From an optimization exercise on the open Yosys and OpenROAD flow, aimed at small area; shortcuts taken in it are not production practice.
The RTL was checked by simulation tests, not by an equivalence proof against the original design.
The clock port is modelled as an ideal driver; clocking choices that lean on that would not hold on a real chip.
Power and IR drop assume default switching activity.

==> design/flow/config.mk <==
export PLATFORM = sky130hd
export DESIGN_NAME = conv_window_gen
export DESIGN_NICKNAME = conv_window_gen
export VERILOG_FILES = /design/flow/design.v
export SDC_FILE = /design/flow/constraint.sdc
export NUM_CORES = 4
export LEC_CHECK = 0
export CAP_MARGIN = 10
export CORE_MARGIN = 2
export CORE_UTILIZATION = 65
export PLACE_DENSITY = 0.85
export SLEW_MARGIN = 10
==> design/flow/design.v <==
module conv_window_gen #(
    parameter int IMG_WIDTH  = 224,
    parameter int IMG_HEIGHT = 224,
    parameter int DATA_WIDTH = 8
) (
    input  logic                    clk,
    input  logic                    reset,
    input  logic                    start,
    input  logic [DATA_WIDTH-1:0]   pixel_in,
    input  logic                    pixel_in_valid,
    output logic                    pixel_in_ready,
    output logic [9*DATA_WIDTH-1:0] window_out,
    output logic                    window_valid,
    input  logic                    window_ready,
    output logic                    frame_done,
    output logic                    busy
);
    localparam int CW = (IMG_WIDTH  > 1) ? $clog2(IMG_WIDTH)  : 1;
    localparam int RW = (IMG_HEIGHT > 1) ? $clog2(IMG_HEIGHT) : 1;
    localparam logic [CW-1:0] LAST_COL = CW'(IMG_WIDTH - 1);
    localparam logic [RW-1:0] LAST_ROW = RW'(IMG_HEIGHT - 1);
    localparam int SR_LEN = 2 * IMG_WIDTH + 2;
    typedef enum logic [1:0] {IDLE, RUN, DRAIN, DONE} state_t;
    state_t                  state_q;
    logic [CW-1:0]           col_q;
    logic [RW-1:0]           row_q;
    logic                    col_ge2_q;
    logic                    row_ge2_q;
    logic [DATA_WIDTH-1:0]   sr [SR_LEN];
    logic [9*DATA_WIDTH-1:0] window_d;
    logic [9*DATA_WIDTH-1:0] window_q;
    logic                    window_valid_q;
    logic                    acc;
    logic                    emit;
    assign pixel_in_ready = (state_q == RUN) && (!window_valid_q || window_ready);
    assign acc            = pixel_in_valid && pixel_in_ready;
    assign emit           = acc && row_ge2_q && col_ge2_q;
    assign window_out     = window_q;
    assign window_valid   = window_valid_q;
    assign frame_done     = (state_q == DONE);
    assign busy           = (state_q == RUN) || (state_q == DRAIN);
    logic idle_n_run_q;    
    logic wv_n_q;          
    logic pol_q;
    logic hold;
    logic [DATA_WIDTH-1:0] sr_in [SR_LEN];
    logic [DATA_WIDTH-1:0] pol;
    assign hold = !pixel_in_valid || idle_n_run_q || (!wv_n_q && !window_ready);
    assign pol  = {DATA_WIDTH{pol_q}};
    always_ff @(posedge clk) begin
        if (reset) pol_q <= 1'b0;
        else       pol_q <= !pol_q;
    end
    assign sr_in[0] = pixel_in ^ pol;
    for (genvar k = 1; k < SR_LEN; k++) begin : g_sr_in
        assign sr_in[k] = sr[k-1];
    end
    always_ff @(posedge clk) begin
        for (int k = 0; k < SR_LEN; k++)
            sr[k] <= ~((sr_in[k] | {DATA_WIDTH{hold}}) & (sr[k] | {DATA_WIDTH{acc}}));
    end
    assign window_d = {pixel_in,                  sr[0] ^ pol,             sr[1] ^ pol,
                       sr[IMG_WIDTH-1] ^ pol,     sr[IMG_WIDTH] ^ pol,     sr[IMG_WIDTH+1] ^ pol,
                       sr[2*IMG_WIDTH-1] ^ pol,   sr[2*IMG_WIDTH] ^ pol,   sr[2*IMG_WIDTH+1] ^ pol};
    always_ff @(posedge clk) begin
        if (reset) begin
            window_q       <= '0;
            window_valid_q <= 1'b0;
        end else if (emit) begin
            window_q       <= window_d;
            window_valid_q <= 1'b1;
        end else if (window_ready) begin
            window_valid_q <= 1'b0;
        end
    end
    always_ff @(posedge clk) begin
        if (reset) begin
            idle_n_run_q <= 1'b1;
            wv_n_q       <= 1'b1;
        end else begin
            idle_n_run_q <= !((state_q == IDLE && start) ||
                              (state_q == RUN && !(acc && col_q == LAST_COL && row_q == LAST_ROW)));
            wv_n_q       <= !(emit || (window_valid_q && !window_ready));
        end
    end
    always_ff @(posedge clk) begin
        if (reset) begin
            state_q   <= IDLE;
            col_q     <= '0;
            row_q     <= '0;
            col_ge2_q <= 1'b0;
            row_ge2_q <= 1'b0;
        end else begin
            case (state_q)
                IDLE: begin
                    col_q     <= '0;
                    row_q     <= '0;
                    col_ge2_q <= 1'b0;
                    row_ge2_q <= 1'b0;
                    if (start) begin
                        state_q <= RUN;
                    end
                end
                RUN: begin
                    if (acc) begin
                        if (col_q == LAST_COL) begin
                            col_q     <= '0;
                            col_ge2_q <= 1'b0;
                            if (row_q == LAST_ROW) begin
                                state_q <= DRAIN;
                            end else begin
                                row_q <= row_q + 1'b1;
                                if (row_q == RW'(1)) row_ge2_q <= 1'b1;
                            end
                        end else begin
                            col_q <= col_q + 1'b1;
                            if (col_q == CW'(1)) col_ge2_q <= 1'b1;
                        end
                    end
                end
                DRAIN: begin
                    if (!window_valid_q || window_ready) begin
                        state_q <= DONE;
                    end
                end
                DONE:    state_q <= IDLE;
                default: state_q <= IDLE;
            endcase
        end
    end
endmodule
==> design/flow/constraint.sdc <==
create_clock -name core_clock -period 6.0 [get_ports {clk}]
set_input_delay 1.2000 -clock core_clock [delete_from_list [all_inputs] [get_ports {clk}]]
set_output_delay 1.2000 -clock core_clock [all_outputs]
set_load 0.01 [all_outputs]
==> design/flow/standard.sh <==
#!/bin/bash
# synth_recipe.tcl (not shown) runs the flow's synth.tcl, then flattens the netlist and writes it again
# the make line also repeats each setting of config.mk as NAME=value (left out here)
make -C /OpenROAD-flow-scripts/flow DESIGN_CONFIG=/design/flow/config.mk WORK_HOME=/design/flow/orfs CLKGATE_MAP_FILE= SYNTH_SCRIPT=/design/flow/synth_recipe.tcl "${@:-finish}"
==> design/flow/flow/run.sh <==
#!/bin/bash
# Standard ORFS flow (the standard.sh) with a leaner clock tree: no dummy
# balancing loads, clkbuf_16 sink clusters, clock buffers downsized after CTS
# where the clock-pin slew allows (flow/resize_clk.tcl), and the smallest
# buffer on the ports. Full make output goes to make.log; each ORFS step keeps
# its own log under orfs/logs/.
set -euo pipefail
bash standard.sh \
  "CTS_ARGS=-sink_clustering_enable -repair_clock_nets -dont_use_dummy_load -buf_list sky130_fd_sc_hd__clkbuf_16 -sink_clustering_size 30 -sink_clustering_max_diameter 50" \
  "POST_CTS_TCL=$PWD/flow/resize_clk.tcl" \
  "CLK_SLEW_TARGET=0.115" \
  "BUFFER_PORTS_ARGS=-buffer_cell sky130_fd_sc_hd__buf_1" \
  finish > make.log 2>&1
==> design/flow/flow/resize_clk.tcl <==
# Post-CTS hook: downsize clock-tree buffers, leaves first, as long as the
# worst slew at the pins below each buffer stays under CLK_SLEW_TARGET (or
# does not get worse than it was), with placement parasitics.
namespace eval rclk {
  variable sizes {sky130_fd_sc_hd__clkbuf_1 sky130_fd_sc_hd__clkbuf_2 sky130_fd_sc_hd__clkbuf_4 sky130_fd_sc_hd__clkbuf_8 sky130_fd_sc_hd__clkbuf_16}
  variable depth [dict create]
  variable sub [dict create]
  variable bufs {}

  proc pins_slew {pins} {
    set mx 0
    foreach p $pins {
      set s [get_property [get_pins $p] slew_max]
      if {$s > $mx} {set mx $s}
    }
    return $mx
  }

  # Walk the clock tree from net; record each clock buffer's depth and every
  # load pin below it. Returns the load pins below net.
  proc walk {net d} {
    variable depth
    variable sub
    variable bufs
    set pins {}
    foreach it [$net getITerms] {
      if {[$it isInputSignal]} {
        lappend pins "[[$it getInst] getName]/[[$it getMTerm] getName]"
      }
    }
    # pins: every load pin below net (register clock pins and buffer inputs)
    foreach it [$net getITerms] {
      if {![$it isInputSignal]} continue
      set inst [$it getInst]
      if {![string match "sky130_fd_sc_hd__clkbuf*" [[$inst getMaster] getName]]} continue
      set below {}
      foreach ot [$inst getITerms] {
        if {[$ot isOutputSignal] && [$ot getNet] ne "NULL"} {
          set below [walk [$ot getNet] [expr {$d + 1}]]
        }
      }
      dict set depth [$inst getName] $d
      dict set sub [$inst getName] $below
      lappend bufs [$inst getName]
      set pins [concat $pins $below]
    }
    return $pins
  }

  # Register clock pins (target) and buffer inputs (0.4 ns) checked apart.
  proc ok {pins target lim_clk lim_buf} {
    set clk {}
    set buf {}
    foreach p $pins {
      if {[string match */CLK $p]} {lappend clk $p} else {lappend buf $p}
    }
    return [expr {[pins_slew $clk] <= $lim_clk && [pins_slew $buf] <= $lim_buf}]
  }

  proc worst {pins pat} {
    set sel {}
    foreach p $pins { if {[string match $pat $p]} {lappend sel $p} }
    return [pins_slew $sel]
  }

  proc run {target} {
    variable sizes
    variable depth
    variable sub
    variable bufs
    set_propagated_clock [all_clocks]
    estimate_parasitics -placement
    set block [ord::get_db_block]
    set all [walk [[$block findBTerm clk] getNet] 0]
    puts "resize_clk: [llength $bufs] clock buffers, worst register clock slew before [worst $all */CLK]"
    set order [lsort -command [list apply {{depth a b} {expr {[dict get $depth $b] - [dict get $depth $a]}}} $depth] $bufs]
    foreach b $order {
      set orig [[[$block findInst $b] getMaster] getName]
      set pins [dict get $sub $b]
      set lim_clk [expr {max($target, [worst $pins */CLK])}]
      set lim_buf [expr {max(0.4, [worst $pins */A])}]
      foreach m $sizes {
        if {$m eq $orig} break
        replace_cell $b $m
        if {[ok $pins $target $lim_clk $lim_buf]} break
        replace_cell $b $orig
      }
    }
    set cnt [dict create]
    foreach b $bufs { dict incr cnt [[[$block findInst $b] getMaster] getName] }
    puts "resize_clk: worst register clock slew after [worst $all */CLK], buffer input [worst $all */A] (target $target); sizes $cnt"
  }
}
rclk::run [expr {[info exists ::env(CLK_SLEW_TARGET)] ? $::env(CLK_SLEW_TARGET) : 0.112}]
detailed_placement
==> reports/metrics.yaml, run 1 <==
route:
  vias: 63288
  drt-initial-drc-count: 4057
  wl_per_cell_um: 16.5
  ant_nets: 0
  route.detailed.drc: 0
  via_per_inst: 6.26
  wirelength_um: 167000
  dr.pass1.iters: 8
sta:
  worst_pin_slew_ns: 1.27
  worst_slack_ns: 1.70
  max_freq_mhz: 233
  setup_viol: 0
  maxSlewHeadroom: 0.153
  setup_tns_ns: 0
  slew_violations: 0
  fin_crit_sh: 0.716
  hold_violations: 0
  period_minus_slack_ns: 4.30
  rsz0062_at_grt: "no"
  fin_skew_ns: 0.351
setup_path:
  rr_worst_depth: 7
  startpoint_type: "flip-flop"
  crit_type: "reg -> out"
  crit_path_end_kind: "output port"
  cp_max_fo: 14
  crit_arrival_ns: 3.10
  required_ns: 4.80
die:
  initial_core_util: 0.654
  die_h_um: 403
  fp.dieArea_um2: 162000
  ios: 89
  chipWidth_um: 403
  coreArea_um2: 158000
  rows: 146
yosys:
  synth_largest_area_cell: "dfxtp_1"
  synth.area.top_cells: "dfxtp_1 (72%), o22ai_1 (22%), buf_2 (2.9%)"
  yosysWarnings: 3
  synth_nets: 8521
  syn_area_um2: 103000
  syn_inst: 8500
  ys_ff_latch: 3696
  synth_top_area_share: 0.716
  avgSynthCellArea_um2: 12.2
  yosysUniqueCellTypes: 62
  ys.flop_type: "dfxtp_1"
  async_reset_ff_frac: 0
  synth_edf_count: 0
  yosysSeqAreaShare: 0.716
finish:
  layout.nets: 8057
  area_delta_synth_final_pct: 3.18
  drive_gt1_frac: 0.0353
clock_tree:
  clk_pin_slew_ns: 0.10
  clock-sinks: 3696
  cts_tree: "yes"
  insertion_delay_ns: 1.82
place:
  preCtsSetupSlack_ns: 2.35
  io_buffers: 88
  dp_hpwl_um: 92500
  place.gp.congestion: 0.765
pwr:
  power.total_mw: 70.0
  leakage_nw: 39.4
  powerDensity_nw_per_um2: 656
  peakVddDrop_mv: 0.403
global_route:
  grt_start_max_net_pins: 290
  grt_first_pass_wirelength_um: 280000
  grt_use_total: 0.196
  grt_pass1_vias: 59914
  antenna_found_initial: 2
  grt-ovfl-total: 0
status:
  status: "complete, no violations"
job:
  cap_violations: 0
hold_path:
  whs_path_depth: 1
  hold_class: "reg -> reg"
## stage by stage
step | hold WS (ns) | utilization | area, um^2 | cells
6_report | 0.0909 | 0.674 | 107000 | 10110
5_1_grt | 0.0422 | 0.674 | 107000 | 10110
3_5_place_dp | 0.421 | 0.651 | 103000 | 9905
3_3_place_gp | 0.416 | 0.651 | 103000 | 9905
2_1_floorplan | 0.412 | - | 103000 | 8500
## final timing paths
| check | startpoint | end | slack [ns] |
|---|---|---|---|
| hold reg to reg | sr[70][7]$_DFF_P_ | sr[71][7]$_DFF_P_ | 0.09 |
| hold / removal | sr[70][7]$_DFF_P_ | sr[71][7]$_DFF_P_ | 0.09 |
| setup reg to reg | state_q[1]$_SDFFE_PP0P_ | sr[259][5]$_DFF_P_ | 2.60 |
| setup / recovery | state_q[1]$_SDFFE_PP0P_ | pixel_in_ready | 1.70 |
## cell families after synthesis
family	after synthesis	synth area share
mux	3	0.000290
simple gates	151	0.00759
buf+inv	847	0.0429
flops	3696	0.716
xor+xnor	73	0.00618
compound gates	3722	0.226
fa+ha+maj	8	0.000968
## layout make-up
cell class	instances	area (um^2)
inverter	10	37.5
sequential	3696	74000
multi-input combinational	3957	25000
antenna	4	10.0
fill	10757	51500
clock buffer	185	3460
timing repair buffer	186	1610
tap	2072	2590
## cell usage after synthesis, types with 2 or more instances
cell         n
buf_1       15
xnor2_1     64
a31oi_1      3
a311oi_1     2
ha_1         8
nand4b_1     3
clkbuf_1   158
nor2_1      72
nor3_2       2
buf_2      592
nand2b_1     4
a41oi_1      4
a41o_1       2
o41ai_1      2
nand2_1     26
o211ai_1     6
buf_6       65
xor2_1       9
or3_1        4
o21ai_0      7
mux2i_1      3
and3_1       3
a21oi_1     19
nor4b_1      2
nor4_4       2
nand4_1      2
buf_4        7
and2_1       2
o22ai_1   3601
nor4_1       2
o31ai_1      2
nand3_1      6
dfxtp_1   3696
nor3_1       6
inv_1        9
a211oi_1    64
## flip-flops by register name (all words and copies together), names as in the netlist
name / flops
col_ge2_q: 1
col_q: 8
idle_n_run_q: 1
pol_q: 1
row_ge2_q: 1
row_q: 8
sr: 3600
state_q: 2
window_q: 72
window_valid_q: 1
wv_n_q: 1
## layout by cell type (no fill, tap or decap), types with 8 or more instances in the layout
cell type,count
dfxtp_1,3695
o22ai_1,3601
clkbuf_16,96
buf_1,87
nor2_1,72
clkbuf_8,67
xnor2_1,64
a211oi_1,64
buf_4,42
buf_12,40
nand2_1,26
a21oi_1,19
dlygate4sd3_1,16
clkbuf_4,12
clkbuf_2,10
inv_1,9
xor2_1,9
ha_1,8
## worst max-delay path: stages (launching register included)
cell and delay, ns:
dfxtp_1 0.35, inv_1 0.10, ha_1 0.46, inv_1 0.27, nor2_1 0.16, buf_1 0.16
## layer usage
metal  up-vias  track usage  routed length (um)
li1      32004            -                   -
met1     30335        0.263               76800
met4         0       0.0539                3140
met5         -            0                   0
met3       264       0.0289                4490
met2       685        0.334               82800
## power by group
| group | internal (mW) | switching (mW) | total [mW] |
|---|---|---|---|
| combinational | 8.28 | 5.88 | 14.2 |
| clock | 3.93 | 6.69 | 10.6 |
| sequential | 37.9 | 7.32 | 45.2 |
==> run 2: changes to the inputs <==
--- a/design/flow/flow/run.sh
+++ b/design/flow/flow/run.sh
@@ -6,8 +6,8 @@
 # its own log under orfs/logs/.
 set -euo pipefail
 bash standard.sh \
-  "CTS_ARGS=-sink_clustering_enable -repair_clock_nets -dont_use_dummy_load -buf_list sky130_fd_sc_hd__clkbuf_16 -sink_clustering_size 30 -sink_clustering_max_diameter 50" \
+  "CTS_ARGS=-sink_clustering_enable -repair_clock_nets -dont_use_dummy_load -buf_list sky130_fd_sc_hd__clkbuf_16 -sink_clustering_size 32 -sink_clustering_max_diameter 60" \
   "POST_CTS_TCL=$PWD/flow/resize_clk.tcl" \
-  "CLK_SLEW_TARGET=0.115" \
+  "CLK_SLEW_TARGET=0.112" \
   "BUFFER_PORTS_ARGS=-buffer_cell sky130_fd_sc_hd__buf_1" \
   finish > make.log 2>&1
==> run 2 against run 1 <==
Effect of this change: still clean; synthesized cell count is the same; sequential cell count unchanged; setup slack worse by 0.16 ns; area after synthesis stayed put; clock power about the same; critical path type unchanged; critical endpoint unchanged; highest routed layer unchanged.
==> reports/metrics.yaml, run 2 <==
status:
  status: "complete, no violations"
sta:
  max_freq_mhz: 224  # -3.7%
  setup_viol: 0  # unchanged
  slew_violations: 0  # unchanged
  maxSlewHeadroom: 0.209  # +0.0562
  holdWs_ns: 0.0898  # -0.00115 ns
  period_minus_slack_ns: 4.46  # +0.164 ns
  hold_violations: 0  # unchanged
  fin_crit_sh: 0.744  # +0.0274
  worst_pin_slew_ns: 1.19  # -0.0843 ns
  setup_tns_ns: 0  # unchanged
  fin_skew_ns: 0.365  # +0.0142 ns
  rsz0062_at_grt: "no"
setup_path:
  crit_arrival_ns: 3.26  # +0.16 ns
  startpoint_type: "flip-flop"
  timing.rr.start: "state_q[1]$_SDFFE_PP0P_"
  crit_path_end_kind: "output port"
  cp_max_fo: 14  # unchanged
  required_ns: 4.80  # about the same
  cp-startpoint: "state_q[1]$_SDFFE_PP0P_"
  rr_worst_depth: 8  # +1
  crit_type: "reg -> out"
finish:
  stdcell_count: 10086  # -0.24%
  top_regs: "sr: 3600 flops, window_q: 72 flops"
  nFillCells: 10783  # +0.24%
  fin_util: 0.674  # about the same
  layout_commonest_cell: "dfxtp_1"
  multi_input_area_um2: 25000  # unchanged
  largest-register: "sr"
  drive_gt1_frac: 0.0319  # -0.00349
  design_area_um2: 107000  # about the same
  area_delta_synth_final_pct: 3.10  # about the same
  regArea_um2: 74000  # unchanged
  layout.nets: 8028  # -0.36%
  final_cell_mix: "dfxtp_1 (3695), o22ai_1 (3601), clkbuf_16 (121)"
  largest_register_ffs: 3600  # unchanged
yosys:
  synth.area.top_cells: "dfxtp_1 (72%), o22ai_1 (22%), buf_2 (2.9%)"
  synth_largest_area_cell: "dfxtp_1"
  synth_top_area_share: 0.716  # unchanged
  avgSynthCellArea_um2: 12.2  # unchanged
  yosysUniqueCellTypes: 62  # unchanged
  ys_ff_latch: 3696  # unchanged
  synth_edf_count: 0  # unchanged
  yosys-top-cells-count: "dfxtp_1 (3696), o22ai_1 (3601), buf_2 (592)"
  yosysSeqAreaShare: 0.716  # unchanged
  synth_nets: 8521  # unchanged
  synth.most_common_cell: "dfxtp_1"
  async_reset_ff_frac: 0  # unchanged
  syn_inst: 8500  # unchanged
  syn_area_um2: 103000  # unchanged
  ys.flop_type: "dfxtp_1"
  yosysWarnings: 3  # unchanged
route:
  via_per_inst: 6.24  # -0.32%
  route.detailed.drc: 0  # unchanged
  wl_per_cell_um: 16.3  # -1.2%
  dr.pass1.iters: 8  # unchanged
  wl_met3_um: 4240  # -5.5%
  vias: 62937  # -0.55%
  top_layer: "met4"
  routed-wl-met2_um: 80200  # -3.2%
  wl_met1_um: 77200  # +0.54%
  wirelength_um: 165000  # -1.4%
  ant_nets: 0  # unchanged
  drt-initial-drc-count: 3998  # -1.5%
hold_path:
  whs_path_depth: 1  # unchanged
  hold_class: "reg -> reg"
  hold_path.startpoint: "sr[147][3]$_DFF_P_"
clock_tree:
  insertion_delay_ns: 1.78  # -0.04 ns
  clock-sinks: 3696  # unchanged
  clk_pin_slew_ns: 0.12  # +0.02 ns
  cts_tree: "yes"
global_route:
  grt-ovfl-total: 0  # unchanged
  antenna_found_initial: 2  # unchanged
  grt_pass1_vias: 59571  # -0.57%
  grt_use_total: 0.193  # -0.00316
  grt_first_pass_wirelength_um: 277000  # -1.2%
  grt_start_max_net_pins: 290  # unchanged
pwr:
  powerDensity_nw_per_um2: 655  # -0.22%
  leakage_nw: 39.3  # -0.17%
  peakVddDrop_mv: 0.372  # -7.8%
die:
  coreArea_um2: 158000  # unchanged
  die_h_um: 403  # unchanged
  ios: 89  # unchanged
  rows: 146  # unchanged
  fp.dieArea_um2: 162000  # unchanged
  chipWidth_um: 403  # unchanged
  initial_core_util: 0.654  # unchanged
place:
  place.gp.congestion: 0.765  # unchanged
  numPlacedInstances: 9905  # unchanged
  io_buffers: 88  # unchanged
  dpl_cell_area_um2: 103000  # unchanged
  dp_hpwl_um: 92500  # unchanged
job:
  cap_violations: 0  # unchanged
## run 2: final timing paths
check	to	slack (ns)
max	pixel_in_ready	1.54
min	sr[148][3]$_DFF_P_	0.09
max reg2reg	sr[363][3]$_DFF_P_	2.47
min reg2reg	sr[148][3]$_DFF_P_	0.09
## run 2: metrics by stage
stage | setup slack, ns | total power, mW
floorplan | 3.24 | 55.8
global placement | 2.43 | 57.7
detailed placement | 2.35 | 59.6
global route | 1.22 | 74.0
finish | 1.54 | 69.8
## run 2: layout make-up
class / count / share of cell area
diodes: 9 / 0.000211
clock buffers: 155 / 0.0315
inverters: 10 / 0.000352
multi-input cells: 3957 / 0.234
flip-flops and latches: 3696 / 0.694
well taps: 2072 / 0.0243
repair buffers: 187 / 0.0152
## run 2: cell families after synthesis
group | after synthesis | share of synthesized area
AOI/OAI and AO/OA | 3722 | 0.226
xor gates and xnor gates | 73 | 0.00618
adders and majority gates | 8 | 0.000968
buffers and inverters | 847 | 0.0429
DFF | 3696 | 0.716
muxes | 3 | 0.000290
and+or+nand+nor | 151 | 0.00759
## run 2: routing by layer
metal	track usage	vias up
li1	-	31956
met1	0.260	30149
met2	0.331	584
met3	0.0264	248
met4	0.0485	0
met5	0	-
## run 2: power by group
part	total [mW]	switching (mW)	internal (mW)
logic	14.1	5.83	8.28
clock network	10.5	6.62	3.89
registers	45.2	7.27	37.9
## run 2: critical path, stage by stage (launching register included)
cell and delay, ns:
dfxtp_1 0.36, inv_1 0.10, ha_1 0.46, inv_1 0.28
nor2_1 0.16, buf_1 0.16
==> run 3: changes to the inputs <==
--- a/design/flow/flow/resize_clk.tcl
+++ b/design/flow/flow/resize_clk.tcl
@@ -47,7 +47,7 @@
     return $pins
   }
 
-  # Register clock pins (target) and buffer inputs (0.4 ns) checked apart.
+  # Register clock pins (target) and buffer inputs (0.2 ns) checked apart.
   proc ok {pins target lim_clk lim_buf} {
     set clk {}
     set buf {}
@@ -78,7 +78,7 @@
       set orig [[[$block findInst $b] getMaster] getName]
       set pins [dict get $sub $b]
       set lim_clk [expr {max($target, [worst $pins */CLK])}]
-      set lim_buf [expr {max(0.4, [worst $pins */A])}]
+      set lim_buf [expr {max(0.2, [worst $pins */A])}]
       foreach m $sizes {
         if {$m eq $orig} break
         replace_cell $b $m
==> design/flow/config.mk (replaced) <==
export PLATFORM = sky130hd
export DESIGN_NAME = conv_window_gen
export DESIGN_NICKNAME = conv_window_gen
export VERILOG_FILES = /design/flow/design.v
export SDC_FILE = /design/flow/constraint.sdc
export NUM_CORES = 4
export LEC_CHECK = 0
export CAP_MARGIN = 5
export CORE_MARGIN = 2
export CORE_UTILIZATION = 75
export PLACE_DENSITY = 0.92
export SLEW_MARGIN = 5
==> run 3 against run 2 <==
Effect of this change: highest routed layer unchanged; count of clock-buffer cells in the layout decreased by 7; critical path type unchanged; critical path depth unchanged; routed wire length increased by 6.0%; register-to-register slack got worse by 0.03 ns; core utilization increased by 10 points; global-route usage increased by 4.4 points; sequential share of layout area increased by 0.34 points; hold slack improved by 0.13 ns.
==> reports/metrics.yaml, run 3 <==
status:
  status: "complete, no violations"
clock_tree:
  clock-sinks: 3696  # unchanged
  clk_pin_slew_ns: 0.10  # -0.02 ns
  cts_tree: "yes"
  insertion_delay_ns: 1.33  # -0.45 ns
global_route:
  grt_start_max_net_pins: 271  # -6.6%
  grt_pass1_vias: 60858  # +2.2%
  grt_use_total: 0.237  # +0.0435
  grt-ovfl-total: 0  # unchanged
  grt_first_pass_wirelength_um: 289000  # +4.4%
  antenna_found_initial: 1  # -1
yosys:
  syn_inst: 8500  # unchanged
  ys_ff_latch: 3696  # unchanged
  yosysWarnings: 3  # unchanged
  yosysUniqueCellTypes: 62  # unchanged
  ys.flop_type: "dfxtp_1"
  synth.area.top_cells: "dfxtp_1 (72%), o22ai_1 (22%), buf_2 (2.9%)"
  synth_edf_count: 0  # unchanged
  synth_nets: 8521  # unchanged
  async_reset_ff_frac: 0  # unchanged
  synth_top_area_share: 0.716  # unchanged
  yosysSeqAreaShare: 0.716  # unchanged
  syn_area_um2: 103000  # unchanged
  synth_largest_area_cell: "dfxtp_1"
  yosys-top-cells-count: "dfxtp_1 (3696), o22ai_1 (3601), buf_2 (592)"
  synth.most_common_cell: "dfxtp_1"
  avgSynthCellArea_um2: 12.2  # unchanged
sta:
  setup_viol: 0  # unchanged
  period_minus_slack_ns: 4.50  # +0.0322 ns
  setup_tns_ns: 0  # unchanged
  slew_violations: 0  # unchanged
  max_freq_mhz: 222  # -0.72%
  worst_slack_ns: 1.50  # -0.0322 ns
  holdWs_ns: 0.219  # +0.129 ns
  fin_skew_ns: 0.191  # -0.175 ns
  maxSlewHeadroom: 0.246  # +0.0361
  worst_pin_slew_ns: 1.13  # -0.0541 ns
  rsz0062_at_grt: "no"
  fin_crit_sh: 0.749  # +0.00537
  hold_violations: 0  # unchanged
die:
  chipWidth_um: 375  # -6.8%
  ios: 89  # unchanged
  coreArea_um2: 137000  # -13%
  die_h_um: 375  # -6.8%
  rows: 136  # -6.8%
  initial_core_util: 0.754  # +0.100
  fp.dieArea_um2: 141000  # -13%
place:
  place.gp.congestion: 0.760  # -0.65%
  preCtsSetupSlack_ns: 1.93  # -0.427 ns
  dp_hpwl_um: 95400  # +3.1%
  numPlacedInstances: 9624  # -2.8%
  dpl_cell_area_um2: 103000  # -0.32%
  io_buffers: 88  # unchanged
finish:
  fin_util: 0.773  # +0.0997
  largest_register_ffs: 3600  # unchanged
  nFillCells: 7616  # -29%
  layout_commonest_cell: "dfxtp_1"
  design_area_um2: 106000  # -0.48%
  layout.nets: 8001  # -0.34%
  multi_input_area_um2: 25000  # unchanged
  final_cell_mix: "dfxtp_1 (3695), o22ai_1 (3601), clkbuf_16 (125)"
  top_regs: "sr: 3600 flops, window_q: 72 flops"
  regArea_um2: 74000  # unchanged
  largest-register: "sr"
  drive_gt1_frac: 0.0307  # -0.00115
  area_delta_synth_final_pct: 2.61
  stdcell_count: 9774  # -3.1%
route:
  drt-initial-drc-count: 4644  # +16%
  dr.pass1.iters: 6  # -2
  wl_per_cell_um: 17.9  # +9.4%
  via_per_inst: 6.55  # +4.9%
  vias: 63982  # +1.7%
  route.detailed.drc: 0  # unchanged
  ant_nets: 0  # unchanged
  wirelength_um: 175000  # +6.0%
setup_path:
  crit_type: "reg -> out"
  cpLargestDelayFamily: "simple AND/OR/NAND/NOR gates"
  cpMaxStageDelayCell: "nor2_1"
  crit_arrival_ns: 3.30  # +0.04 ns
  cpMostUsedCell: "inv_1"
  path_buf_inv: 3  # unchanged
  path_cells: "inv_1 > ha_1 > inv_1 > nor2_1 > buf_1"
  startpoint_type: "flip-flop"
  cp_max_fo: 14  # unchanged
  slowest_delay_ns: 0.66  # +0.20 ns
  crit_path_end_kind: "output port"
  required_ns: 4.80  # about the same
pwr:
  powerDensity_nw_per_um2: 665  # +1.5%
  power.total_mw: 70.6  # +1.1%
  leakage_nw: 39.2  # -0.25%
  peakVddDrop_mv: 0.369  # -0.96%
job:
  cap_violations: 0  # unchanged
hold_path:
  hold_class: "in -> reg"
==> run 3: logic make-up after synthesis <==
group | Yosys count | synth area share
AOI/OAI and AO/OA | 3722 | 0.226
xor gates and xnor gates | 73 | 0.00618
adders and majority gates | 8 | 0.000968
buffers and inverters | 847 | 0.0429
DFF | 3696 | 0.716
muxes | 3 | 0.000290
and+or+nand+nor | 151 | 0.00759
==> run 3: final timing paths <==
path | from | end | slack (ns) | cells past startpoint
worst max register to register | state_q[1]$_SDFFE_PP0P_ | sr[207][1]$_DFF_P_ | 2.44 | 7
worst min-delay path | pixel_in[1] | window_q[65]$_SDFFE_PP0P_ | 0.22 | 3
worst min register to register | sr[126][0]$_DFF_P_ | sr[127][0]$_DFF_P_ | 0.25 | 1
worst max-delay path | state_q[1]$_SDFFE_PP0P_ | pixel_in_ready | 1.50 | 5
==> run 3: metal layers <==
layer  vias up  track usage  wire (um)
met4         0       0.0724       4270
met1     30829        0.314      78000
li1      31867            -          -
met3       314       0.0358       5820
met5         -            0          0
met2       972        0.403      86600
==> run 3: power by group <==
part	total, mW	leakage (nW)	internal (mW)	switching, mW
sequential	45.5	31.2	37.9	7.58
clock	10.6	1.67	3.97	6.65
combinational	14.4	6.36	8.27	6.16
==> run 3: worst reg2reg max path: cells and delay by family, from the launching register on <==
kind,cells,cell delay (ns)
adder cells (fa/ha/maj),1,0.47
AO/OA/AOI/OAI,1,0.33
buffers and inverters,3,1.00
AND/OR/NAND/NOR,2,1.19
flip-flops,1,0.35
==> run 3: layout make-up <==
| class | count | share of cell area |
|---|---|---|
| flip-flops and latches | 3696 | 0.698 |
| multi-input cells | 3957 | 0.235 |
| clock buffers | 148 | 0.0317 |
| well taps | 1794 | 0.0212 |
| repair buffers | 167 | 0.0138 |
| inverters | 10 | 0.000354 |
| diodes | 2 | 0.0000472 |
==> run 4: changes to the inputs <==
--- a/design/flow/design.v
+++ b/design/flow/design.v
@@ -85,44 +85,35 @@
     end
     always_ff @(posedge clk) begin
         if (reset) begin
-            state_q   <= IDLE;
             col_q     <= '0;
             row_q     <= '0;
             col_ge2_q <= 1'b0;
             row_ge2_q <= 1'b0;
+        end else if (acc) begin
+            if (col_q == LAST_COL) begin
+                col_q     <= '0;
+                col_ge2_q <= 1'b0;
+                if (row_q == LAST_ROW) begin
+                    row_q     <= '0;
+                    row_ge2_q <= 1'b0;
+                end else begin
+                    row_q <= row_q + 1'b1;
+                    if (row_q == RW'(1)) row_ge2_q <= 1'b1;
+                end
+            end else begin
+                col_q <= col_q + 1'b1;
+                if (col_q == CW'(1)) col_ge2_q <= 1'b1;
+            end
+        end
+    end
+    always_ff @(posedge clk) begin
+        if (reset) begin
+            state_q <= IDLE;
         end else begin
             case (state_q)
-                IDLE: begin
-                    col_q     <= '0;
-                    row_q     <= '0;
-                    col_ge2_q <= 1'b0;
-                    row_ge2_q <= 1'b0;
-                    if (start) begin
-                        state_q <= RUN;
-                    end
-                end
-                RUN: begin
-                    if (acc) begin
-                        if (col_q == LAST_COL) begin
-                            col_q     <= '0;
-                            col_ge2_q <= 1'b0;
-                            if (row_q == LAST_ROW) begin
-                                state_q <= DRAIN;
-                            end else begin
-                                row_q <= row_q + 1'b1;
-                                if (row_q == RW'(1)) row_ge2_q <= 1'b1;
-                            end
-                        end else begin
-                            col_q <= col_q + 1'b1;
-                            if (col_q == CW'(1)) col_ge2_q <= 1'b1;
-                        end
-                    end
-                end
-                DRAIN: begin
-                    if (!window_valid_q || window_ready) begin
-                        state_q <= DONE;
-                    end
-                end
+                IDLE:    if (start) state_q <= RUN;
+                RUN:     if (acc && col_q == LAST_COL && row_q == LAST_ROW) state_q <= DRAIN;
+                DRAIN:   if (!window_valid_q || window_ready) state_q <= DONE;
                 DONE:    state_q <= IDLE;
                 default: state_q <= IDLE;
             endcase
--- a/design/flow/config.mk
+++ b/design/flow/config.mk
@@ -5,8 +5,8 @@
 export SDC_FILE = /design/flow/constraint.sdc
 export NUM_CORES = 4
 export LEC_CHECK = 0
-export CAP_MARGIN = 5
+export CAP_MARGIN = 0
 export CORE_MARGIN = 2
 export CORE_UTILIZATION = 75
 export PLACE_DENSITY = 0.92
-export SLEW_MARGIN = 5
+export SLEW_MARGIN = 0
==> run 4 against run 3 <==
Effect of this change: still clean; synthesized cell count fell by 0.34%; area after synthesis is 1.3% lower; power rose by 1.1%; first-iteration DRC count up 1.5%; cell count decreased by 0.59%; clock skew up 0.021 ns; largest cell class unchanged.
==> reports/metrics.yaml, run 4 <==
setup_path:
  cpMaxStageDelayCell: "dfxtp_1"
  cp_max_fo: 6  # -8
  crit_arrival_ns: 2.24  # -1.06 ns
  slowest_delay_ns: 0.35  # -0.31 ns
  startpoint_type: "flip-flop"
  cpLargestDelayFamily: "flip-flops"
  path_buf_inv: 2  # -1
  crit_path_end_kind: "output port"
  required_ns: 4.80  # about the same
  crit_type: "reg -> out"
  path_cells: "inv_1 > ha_1 > and2_1 > buf_1"
clock_tree:
  insertion_delay_ns: 1.35  # +0.02 ns
  clk_pin_slew_ns: 0.09  # about the same
  cts_tree: "yes"
  clock-sinks: 3696  # unchanged
finish:
  regArea_um2: 74000  # unchanged
  layout.nets: 7954  # -0.59%
  multi_input_area_um2: 24700  # -1.2%
  layout_commonest_cell: "dfxtp_1"
  nFillCells: 7240  # -4.9%
  largest-register: "sr"
  top_regs: "sr: 3600 flops, window_q: 72 flops"
  largest_register_ffs: 3600  # unchanged
  final_cell_mix: "dfxtp_1 (3695), o22ai_1 (3600), clkbuf_16 (125)"
  drive_gt1_frac: 0.0270  # -0.00372
  area_delta_synth_final_pct: 3.32
route:
  wirelength_um: 182000  # +4.3%
  wl_per_cell_um: 18.8  # +4.9%
  via_per_inst: 6.63  # +1.3%
  route.detailed.drc: 0  # unchanged
  dr.pass1.iters: 6  # unchanged
  vias: 64406  # +0.66%
  drt-initial-drc-count: 4715  # +1.5%
  ant_nets: 0  # unchanged
sta:
  setup_viol: 0  # unchanged
  slew_violations: 0  # unchanged
  rsz0062_at_grt: "no"
  setup_tns_ns: 0  # unchanged
  worst_pin_slew_ns: 1.30  # +0.171 ns
  maxSlewHeadroom: 0.131  # -0.114
  period_minus_slack_ns: 3.44  # -1.05 ns
  fin_skew_ns: 0.212  # +0.0211 ns
  fin_crit_sh: 0.574  # -0.176
  hold_violations: 0  # unchanged
  max_freq_mhz: 291  # +31%
pwr:
  peakVddDrop_mv: 0.432  # +17%
  powerDensity_nw_per_um2: 676  # +1.7%
  leakage_nw: 39.0  # -0.62%
  power.total_mw: 71.3  # +1.1%
yosys:
  syn_inst: 8471  # -0.34%
  yosysWarnings: 3  # unchanged
  async_reset_ff_frac: 0  # unchanged
  yosysSeqAreaShare: 0.725  # +0.00922
  ys_ff_latch: 3696  # unchanged
  synth_top_area_share: 0.725  # +0.00922
  synth.most_common_cell: "dfxtp_1"
  yosys-top-cells-count: "dfxtp_1 (3696), o22ai_1 (3600), clkbuf_1 (588)"
  syn_area_um2: 102000  # -1.3%
  synth_edf_count: 0  # unchanged
  yosysUniqueCellTypes: 38  # -39%
  synth.area.top_cells: "dfxtp_1 (72%), o22ai_1 (22%), clkbuf_1 (2.2%)"
  avgSynthCellArea_um2: 12.0  # -0.93%
  synth_largest_area_cell: "dfxtp_1"
  ys.flop_type: "dfxtp_1"
  synth_nets: 8493  # -0.33%
global_route:
  grt_pass1_vias: 61166  # +0.51%
  grt_first_pass_wirelength_um: 298000  # +3.0%
  antenna_found_initial: 3  # +2
  grt_use_total: 0.248  # +0.0114
  grt-ovfl-total: 0  # unchanged
  grt_start_max_net_pins: 299  # +10%
place:
  dp_hpwl_um: 97300  # +2.1%
  place.gp.congestion: 0.736  # -3.1%
  io_buffers: 88  # unchanged
die:
  die_h_um: 373  # -0.63%
  ios: 89  # unchanged
  fp.dieArea_um2: 139000  # -1.3%
  rows: 135  # -0.74%
  initial_core_util: 0.754  # about the same
  coreArea_um2: 135000  # -1.4%
  chipWidth_um: 373  # -0.63%
job:
  cap_violations: 0  # unchanged
hold_path:
  hold_class: "in -> reg"
status:
  status: "complete, no violations"
run 4: worst register-to-register path, delay by kind of cell (launching register included):
kind / cells / cell delay (ns)
adders and majority gates: 1 / 0.25
DFF: 1 / 0.35
AOI/OAI and AO/OA: 1 / 0.53
buffers and inverters: 3 / 1.36
and+or+nand+nor: 2 / 0.48
run 4: logic make-up after synthesis:
family                   count (synthesis)  synth area share
buffers and inverters                  844            0.0335
XOR/XNOR                                83           0.00712
adder cells (fa/ha/maj)                  9           0.00110
multiplexers                             1          0.000110
flip-flops                            3696             0.725
AO/OA/AOI/OAI                         3692             0.227
AND/OR/NAND/NOR                        146           0.00631
run 4: path summary, 6_finish.rpt:
kind / startpoint / to / slack [ns] / depth (start not counted)
setup / recovery: state_q[1]$_SDFFE_PP0P_ / pixel_in_ready / 2.56 / 4
hold / removal: pixel_in[7] / window_q[71]$_SDFFE_PP0P_ / 0.23 / 3
setup reg to reg: state_q[1]$_SDFFE_PP0P_ / sr[117][3]$_DFF_P_ / 2.83 / 7
hold reg to reg: sr[407][7]$_DFF_P_ / sr[408][7]$_DFF_P_ / 0.24 / 1
run 4: layer usage:
metal | vias up | track usage | wire [um]
met1 | 31127 | 0.327 | 80100
met4 | 2 | 0.0798 | 4850
li1 | 31696 | - | -
met2 | 1213 | 0.426 | 91400
met5 | - | 0 | 8
met3 | 368 | 0.0336 | 5880
run 4: layout make-up:
type                    count  area share
multi-input cells        3931       0.234
inverters                   8    0.000285
well taps                1781      0.0211
clock buffers             144      0.0315
flip-flops and latches   3696       0.702
repair buffers            151      0.0113
diodes                      5    0.000119
run 4: per-stage QoR:
step / cell area, um^2 / util / hold WS (ns) / std cells / worst slack [ns]
floorplan: 102000 / - / 0.412 / 8471 / 3.29
global placement: 102000 / 0.755 / 0.416 / 9567 / 2.54
detailed placement: 102000 / 0.755 / 0.421 / 9567 / 2.42
global route: 105000 / 0.779 / 0.178 / 9716 / 2.39
finish: 105000 / 0.779 / 0.234 / 9716 / 2.56
run 4: where the power goes:
part	total (mW)	switching [mW]	internal, mW
Combinational	14.9	6.48	8.37
Clock	10.6	6.69	3.93
Sequential	45.9	7.89	38.0
==> run 5: changes to the inputs <==
--- a/design/flow/config.mk
+++ b/design/flow/config.mk
@@ -5,8 +5,8 @@
 export SDC_FILE = /design/flow/constraint.sdc
 export NUM_CORES = 4
 export LEC_CHECK = 0
-export CAP_MARGIN = 0
+export CAP_MARGIN = 5
 export CORE_MARGIN = 2
 export CORE_UTILIZATION = 75
 export PLACE_DENSITY = 0.92
-export SLEW_MARGIN = 0
+export SLEW_MARGIN = 5
==> run 5 against run 4 <==
Effect of this change: final area unchanged; cell count stayed put; setup slack is the same; largest cell class unchanged; critical endpoint unchanged; critical path depth unchanged; still clean on timing, DRC and antenna; via count is the same.
==> reports/metrics.yaml, run 5 <==
status:
  status: "complete, no violations"
route:
  drt-initial-drc-count: 4715  # unchanged
  wirelength_um: 182000  # unchanged
  via_per_inst: 6.63  # unchanged
  dr.pass1.iters: 6  # unchanged
  vias: 64406  # unchanged
  ant_nets: 0  # unchanged
  wl_per_cell_um: 18.8  # unchanged
  route.detailed.drc: 0  # unchanged
place:
  place.gp.congestion: 0.736  # unchanged
  io_buffers: 88  # unchanged
  preCtsSetupSlack_ns: 2.42  # unchanged
  dp_hpwl_um: 97300  # unchanged
  dpl_cell_area_um2: 102000  # unchanged
setup_path:
  cp_max_fo: 6  # unchanged
  required_ns: 4.80  # about the same
  cp-startpoint: "state_q[1]$_SDFFE_PP0P_"
  crit_type: "reg -> out"
  startpoint_type: "flip-flop"
  crit_path_end_kind: "output port"
  slowest_delay_ns: 0.35  # about the same
  crit_arrival_ns: 2.24  # about the same
  path_cells: "inv_1 > ha_1 > and2_1 > buf_1"
  timing.rr.start: "state_q[1]$_SDFFE_PP0P_"
  cpMaxStageDelayCell: "dfxtp_1"
yosys:
  async_reset_ff_frac: 0  # unchanged
  syn_inst: 8471  # unchanged
  yosys-top-cells-count: "dfxtp_1 (3696), o22ai_1 (3600), clkbuf_1 (588)"
  syn_area_um2: 102000  # unchanged
  ys_ff_latch: 3696  # unchanged
  synth_top_area_share: 0.725  # unchanged
  synth_edf_count: 0  # unchanged
  yosysSeqAreaShare: 0.725  # unchanged
  yosysUniqueCellTypes: 38  # unchanged
  synth_nets: 8493  # unchanged
  ys.flop_type: "dfxtp_1"
  synth_largest_area_cell: "dfxtp_1"
  yosysWarnings: 3  # unchanged
  synth.most_common_cell: "dfxtp_1"
  avgSynthCellArea_um2: 12.0  # unchanged
  synth.area.top_cells: "dfxtp_1 (72%), o22ai_1 (22%), clkbuf_1 (2.2%)"
global_route:
  antenna_found_initial: 3  # unchanged
  grt-ovfl-total: 0  # unchanged
  grt_pass1_vias: 61166  # unchanged
  grt_use_total: 0.248  # unchanged
  grt_first_pass_wirelength_um: 298000  # unchanged
  grt_start_max_net_pins: 299  # unchanged
finish:
  layout.nets: 7954  # unchanged
  multi_input_area_um2: 24700  # unchanged
  regArea_um2: 74000  # unchanged
  largest-register: "sr"
  top_regs: "sr: 3600 flops, window_q: 72 flops"
  area_delta_synth_final_pct: 3.32  # unchanged
  drive_gt1_frac: 0.0270  # unchanged
  layout_commonest_cell: "dfxtp_1"
  design_area_um2: 105000  # unchanged
  largest_register_ffs: 3600  # unchanged
  nFillCells: 7240  # unchanged
  final_cell_mix: "dfxtp_1 (3695), o22ai_1 (3600), clkbuf_16 (125)"
pwr:
  powerDensity_nw_per_um2: 676  # unchanged
  peakVddDrop_mv: 0.432  # unchanged
  seqPwrFrac: 0.643  # about the same
  p_sw_frac: 0.295  # unchanged
  p_comb_frac: 0.208  # about the same
  leakage_nw: 39.0  # unchanged
  p_int_mw: 50.3  # unchanged
  power.total_mw: 71.3  # unchanged
  pwr-share-clk: 0.149  # about the same
  power_switching_mw: 21.1  # unchanged
die:
  fp.dieArea_um2: 139000  # unchanged
  ios: 89  # unchanged
  die_h_um: 373  # unchanged
  initial_core_util: 0.754  # unchanged
  coreArea_um2: 135000  # unchanged
  rows: 135  # unchanged
  chipWidth_um: 373  # unchanged
sta:
  slew_violations: 0  # unchanged
  rsz0062_at_grt: "no"
  worst_pin_slew_ns: 1.30  # unchanged
  worst_slack_ns: 2.56  # unchanged
  period_minus_slack_ns: 3.44  # unchanged
  fin_skew_ns: 0.212  # unchanged
  fin_crit_sh: 0.574  # unchanged
  setup_viol: 0  # unchanged
  hold_violations: 0  # unchanged
  setup_tns_ns: 0  # unchanged
  maxSlewHeadroom: 0.131  # unchanged
  max_freq_mhz: 291  # unchanged
hold_path:
  hold_class: "in -> reg"
  hold_path.startpoint: "pixel_in[7]"
clock_tree:
  clock-sinks: 3696  # unchanged
  clk_pin_slew_ns: 0.09  # about the same
  cts_tree: "yes"
  insertion_delay_ns: 1.35  # about the same
job:
  cap_violations: 0  # unchanged
==> run 5: cell counts in the layout (fill, tap and decap cells not counted) <==
No cell type changed its count.
==> run 5: layout make-up <==
type,count,share of cell area
clock buffer,144,0.0315
antenna,5,0.000119
inverter,8,0.000285
timing repair buffer,151,0.0113
sequential,3696,0.702
tap,1781,0.0211
multi-input combinational,3931,0.234
==> run 5: cells by family after synthesis <==
group	share of synthesized area
compound gates	0.227
xor+xnor	0.00712
fa+ha+maj	0.00110
buf+inv	0.0335
flops	0.725
mux	0.000110
simple gates	0.00631
==> run 5: critical path: cells and delay by family, from the launching register on <==
kind,cells,cell delay [ns]
adders and majority gates,1,0.25
buffers and inverters,2,0.28
DFF,1,0.35
and+or+nand+nor,1,0.16
==> run 5: power groups by stage <==
stage	sequential [mW]	clock, mW	combinational, mW
after floorplan	43.3	0	12.6
after global placement	44.7	0	13.3
after detailed placement	45.7	0	14.6
after global routing	47.1	11.6	16.4
final	45.9	10.6	14.9
==> run 5: path summary, 6_finish.rpt <==
check	to	slack, ns	cells past startpoint
setup reg to reg	sr[117][3]$_DFF_P_	2.83	7
hold reg to reg	sr[408][7]$_DFF_P_	0.24	1
setup / recovery	pixel_in_ready	2.56	4
hold / removal	window_q[71]$_SDFFE_PP0P_	0.23	3
==> run 5: metrics by stage <==
step	cells	hold WS, ns	util
after floorplan	8471	0.412	-
after global placement	9567	0.416	0.755
after detailed placement	9567	0.421	0.755
after global routing	9716	0.178	0.779
final	9716	0.234	0.779
==> run 5: layer usage <==
| metal | share of wire | vias up | wire [um] | global-route usage |
|---|---|---|---|---|
| met5 | 0.000044 | - | 8 | 0 |
| li1 | - | 31696 | - | - |
| met4 | 0.027 | 2 | 4850 | 0.0798 |
| met2 | 0.50 | 1213 | 91400 | 0.426 |
| met1 | 0.44 | 31127 | 80100 | 0.327 |
| met3 | 0.032 | 368 | 5880 | 0.0336 |
==> run 6: changes to the inputs <==
--- a/design/flow/config.mk
+++ b/design/flow/config.mk
@@ -7,6 +7,6 @@
 export LEC_CHECK = 0
 export CAP_MARGIN = 5
 export CORE_MARGIN = 2
-export CORE_UTILIZATION = 75
-export PLACE_DENSITY = 0.92
+export CORE_UTILIZATION = 85
+export PLACE_DENSITY = 0.95
 export SLEW_MARGIN = 5
==> run 6 against run 5 <==
Effect of this change: still clean; sequential power grew 3%; setup slack worse by 0.15 ns; clock skew grew 0.0086 ns; clock power is essentially flat; die area shrank 12%; routed wire length grew 25%; core utilization is 10 points higher; cell count shrank 1.8%; sequential cell count stayed put; sequential share of layout area grew 0.23 points; global-route usage increased by 10 points; critical path type unchanged; critical endpoint unchanged.
==> reports/metrics.yaml, run 6 <==
status:
  status: "complete, no violations"
setup_path:
  crit_arrival_ns: 2.39  # +0.15 ns
  cpLargestDelayFamily: "flip-flops"
  path_buf_inv: 2  # unchanged
  cpMaxStageDelayCell: "dfxtp_1"
  crit_type: "reg -> out"
  slowest_delay_ns: 0.35  # about the same
  startpoint_type: "flip-flop"
  path_cells: "inv_1 > ha_1 > and2_1 > buf_1"
  cp_max_fo: 6  # unchanged
  crit_path_end_kind: "output port"
  required_ns: 4.80  # about the same
yosys:
  ys.flop_type: "dfxtp_1"
  syn_inst: 8471  # unchanged
  syn_area_um2: 102000  # unchanged
  yosysWarnings: 3  # unchanged
  ys_ff_latch: 3696  # unchanged
  yosysUniqueCellTypes: 38  # unchanged
  yosysSeqAreaShare: 0.725  # unchanged
  synth_largest_area_cell: "dfxtp_1"
  yosys-top-cells-count: "dfxtp_1 (3696), o22ai_1 (3600), clkbuf_1 (588)"
  synth_top_family_by_area: "compound AO/OA/AOI/OAI gates"
  synthMuxAreaShare: 0.000110  # unchanged
  avgSynthCellArea_um2: 12.0  # unchanged
  synth_top_area_share: 0.725  # unchanged
  yosys.area_share.simple: 0.00631  # unchanged
  synth.most_common_cell: "dfxtp_1"
  synth_compound_area_frac: 0.227  # unchanged
  yosys.area_share.xor_xnor: 0.00712  # unchanged
  synth_fa_ha_area_frac: 0.00110  # unchanged
  synth.area.top_cells: "dfxtp_1 (72%), o22ai_1 (22%), clkbuf_1 (2.2%)"
  async_reset_ff_frac: 0  # unchanged
  synth_edf_count: 0  # unchanged
  synth_nets: 8493  # unchanged
sta:
  period_minus_slack_ns: 3.59  # +0.151 ns
  max_freq_mhz: 278  # -4.2%
  slew_violations: 0  # unchanged
  worst_pin_slew_ns: 1.17  # -0.130 ns
  hold_violations: 0  # unchanged
  setup_viol: 0  # unchanged
  worst_slack_ns: 2.41  # -0.151 ns
  setup_tns_ns: 0  # unchanged
  fin_crit_sh: 0.599  # +0.0251
  rsz0062_at_grt: "no"
  fin_skew_ns: 0.220  # +0.00862 ns
  maxSlewHeadroom: 0.218  # +0.0867
die:
  ios: 89  # unchanged
  coreArea_um2: 119000  # -12%
  initial_core_util: 0.854  # +0.0998
  chipWidth_um: 351  # -6.0%
  die_h_um: 351  # -6.0%
  rows: 127  # -5.9%
  fp.dieArea_um2: 123000  # -12%
clock_tree:
  cts_tree: "yes"
  clock-sinks: 3696  # unchanged
  insertion_delay_ns: 1.34  # about the same
  clk_pin_slew_ns: 0.08  # about the same
place:
  dpl_cell_area_um2: 102000  # -0.25%
  numPlacedInstances: 9396  # -1.8%
  place.gp.congestion: 0.757  # +2.8%
  preCtsSetupSlack_ns: 2.20  # -0.216 ns
  dp_hpwl_um: 112000  # +15%
  io_buffers: 88  # unchanged
finish:
  drive_gt1_frac: 0.0264  # -0.000614
  design_area_um2: 105000  # -0.32%
  layout_commonest_cell: "dfxtp_1"
  area_delta_synth_final_pct: 2.99
  final_cell_mix: "dfxtp_1 (3695), o22ai_1 (3600), clkbuf_16 (120)"
  largest_register_ffs: 3600  # unchanged
  largest-register: "sr"
  layout.nets: 7949  # -0.063%
  top_regs: "sr: 3600 flops, window_q: 72 flops"
  stdcell_count: 9539  # -1.8%
global_route:
  grt_use_total: 0.353  # +0.105
  antenna_found_initial: 2  # -1
  grt_start_max_net_pins: 267  # -11%
  grt_pass1_vias: 66969  # +9.5%
  grt-ovfl-total: 0  # unchanged
  grt_first_pass_wirelength_um: 356000  # +20%
pwr:
  peakVddDrop_mv: 0.528  # +22%
  leakage_nw: 38.9  # -0.15%
  powerDensity_nw_per_um2: 703  # +4.0%
route:
  vias: 70002  # +8.7%
  ant_nets: 0  # unchanged
  wirelength_um: 228000  # +25%
  via_per_inst: 7.34  # +11%
  drt-initial-drc-count: 8062  # +71%
  wl_per_cell_um: 23.9  # +27%
  dr.pass1.iters: 9  # +3
  route.detailed.drc: 0  # unchanged
hold_path:
  hold_class: "in -> reg"
job:
  cap_violations: 0  # unchanged
[run 6: cell counts after synthesis]
No cell type changed its count.
[run 6: area by class of cell]
type / instances / area [um^2]
Sequential cell: 3696 / 74000
Multi-Input combinational cell: 3931 / 24700
Fill cell: 4366 / 14400
Clock buffer: 141 / 3250
Tap cell: 1612 / 2020
Timing Repair Buffer: 149 / 1150
Inverter: 8 / 30.0
Antenna cell: 2 / 5.00
[run 6: metrics by stage]
| step | util | total power, mW | hold WS (ns) |
|---|---|---|---|
| after floorplan | - | 55.9 | 0.412 |
| after global placement | 0.852 | 57.9 | 0.416 |
| after detailed placement | 0.852 | 61.0 | 0.421 |
| after global routing | 0.880 | 76.6 | 0.109 |
| final | 0.880 | 73.9 | 0.123 |
[run 6: cells by family after synthesis]
group	after synthesis
XOR/XNOR	83
flip-flops	3696
multiplexers	1
AND/OR/NAND/NOR	146
buffers and inverters	844
AO/OA/AOI/OAI	3692
adder cells (fa/ha/maj)	9
[run 6: per-layer routing]
metal / vias to the layer above / global-route usage / wire length [um]
li1: 31672 / - / -
met1: 33893 / 0.436 / 88300
met2: 3468 / 0.621 / 116000
met3: 969 / 0.0472 / 12500
met4: 0 / 0.160 / 10800
met5: - / 0 / 0
[run 6: power breakdown]
group          internal [mW]  total [mW]  switching (mW)
clock                   3.86        10.7            6.88
sequential              38.0        47.3            9.28
combinational           8.36        15.9            7.55
total                   50.2        73.9            23.7
[run 6: final timing paths]
| check | cells past startpoint | startpoint | end | slack, ns |
|---|---|---|---|---|
| setup / recovery | 4 | state_q[1]$_SDFFE_PP0P_ | pixel_in_ready | 2.41 |
| hold / removal | 3 | pixel_in[4] | window_q[68]$_SDFFE_PP0P_ | 0.12 |
| setup reg to reg | 8 | state_q[1]$_SDFFE_PP0P_ | window_q[24]$_SDFFE_PP0P_ | 2.43 |
| hold reg to reg | 1 | sr[151][4]$_DFF_P_ | sr[152][4]$_DFF_P_ | 0.25 |
[run 6: worst min-delay path, stage by stage]
cell	delay, ns
buf_1	0.09
nand2_1	0.06
a21oi_1	0.05

[afterwards: timing with drivers on the ports]
In the flow no input, the clock included, has a driving cell. The finished layouts below were timed again as built, in two steps. Step 1 (the two cells are an assumption about what drives the block):
set clk [get_ports {clk}]
set_driving_cell -lib_cell sky130_fd_sc_hd__clkbuf_16 $clk
set_driving_cell -lib_cell sky130_fd_sc_hd__buf_2 [delete_from_list [all_inputs] $clk]
Step 2, shift: input delay + t, output delay - t, t = (earliest + latest rising clock arrival at the registers) / 2. This alone moves slack from input paths to output paths. a / b / c = ideal / step 1 / step 2; a / b = the first two.
run	shift t [ns]	setup WS [ns]	worst hold slack (ns)	clock arrival spread, ns
run 1	1.675	1.701 / 1.632 / 2.150	0.091 / 0.091 / 0.091	0.445 / 0.445
run 2	1.676	1.537 / 1.467 / 2.169	0.090 / 0.057 / 0.090	0.400 / 0.400
run 3	1.316	1.504 / 1.430 / 1.675	0.219 / 0.165 / 0.248	0.220 / 0.220
run 4	1.309	2.559 / 2.485 / 2.181	0.234 / 0.182 / 0.239	0.220 / 0.221
run 5	1.309	2.559 / 2.485 / 2.181	0.234 / 0.182 / 0.239	0.220 / 0.221
run 6	1.296	2.408 / 2.338 / 1.937	0.123 / 0.073 / 0.252	0.236 / 0.236
Clock arrivals are far apart in run 1, so t is only a midpoint there and step 2 fits no single register. For run 6, which loses most, drivers alone change the setup slack by -0.070 ns; drivers and shift together by -0.471 ns.
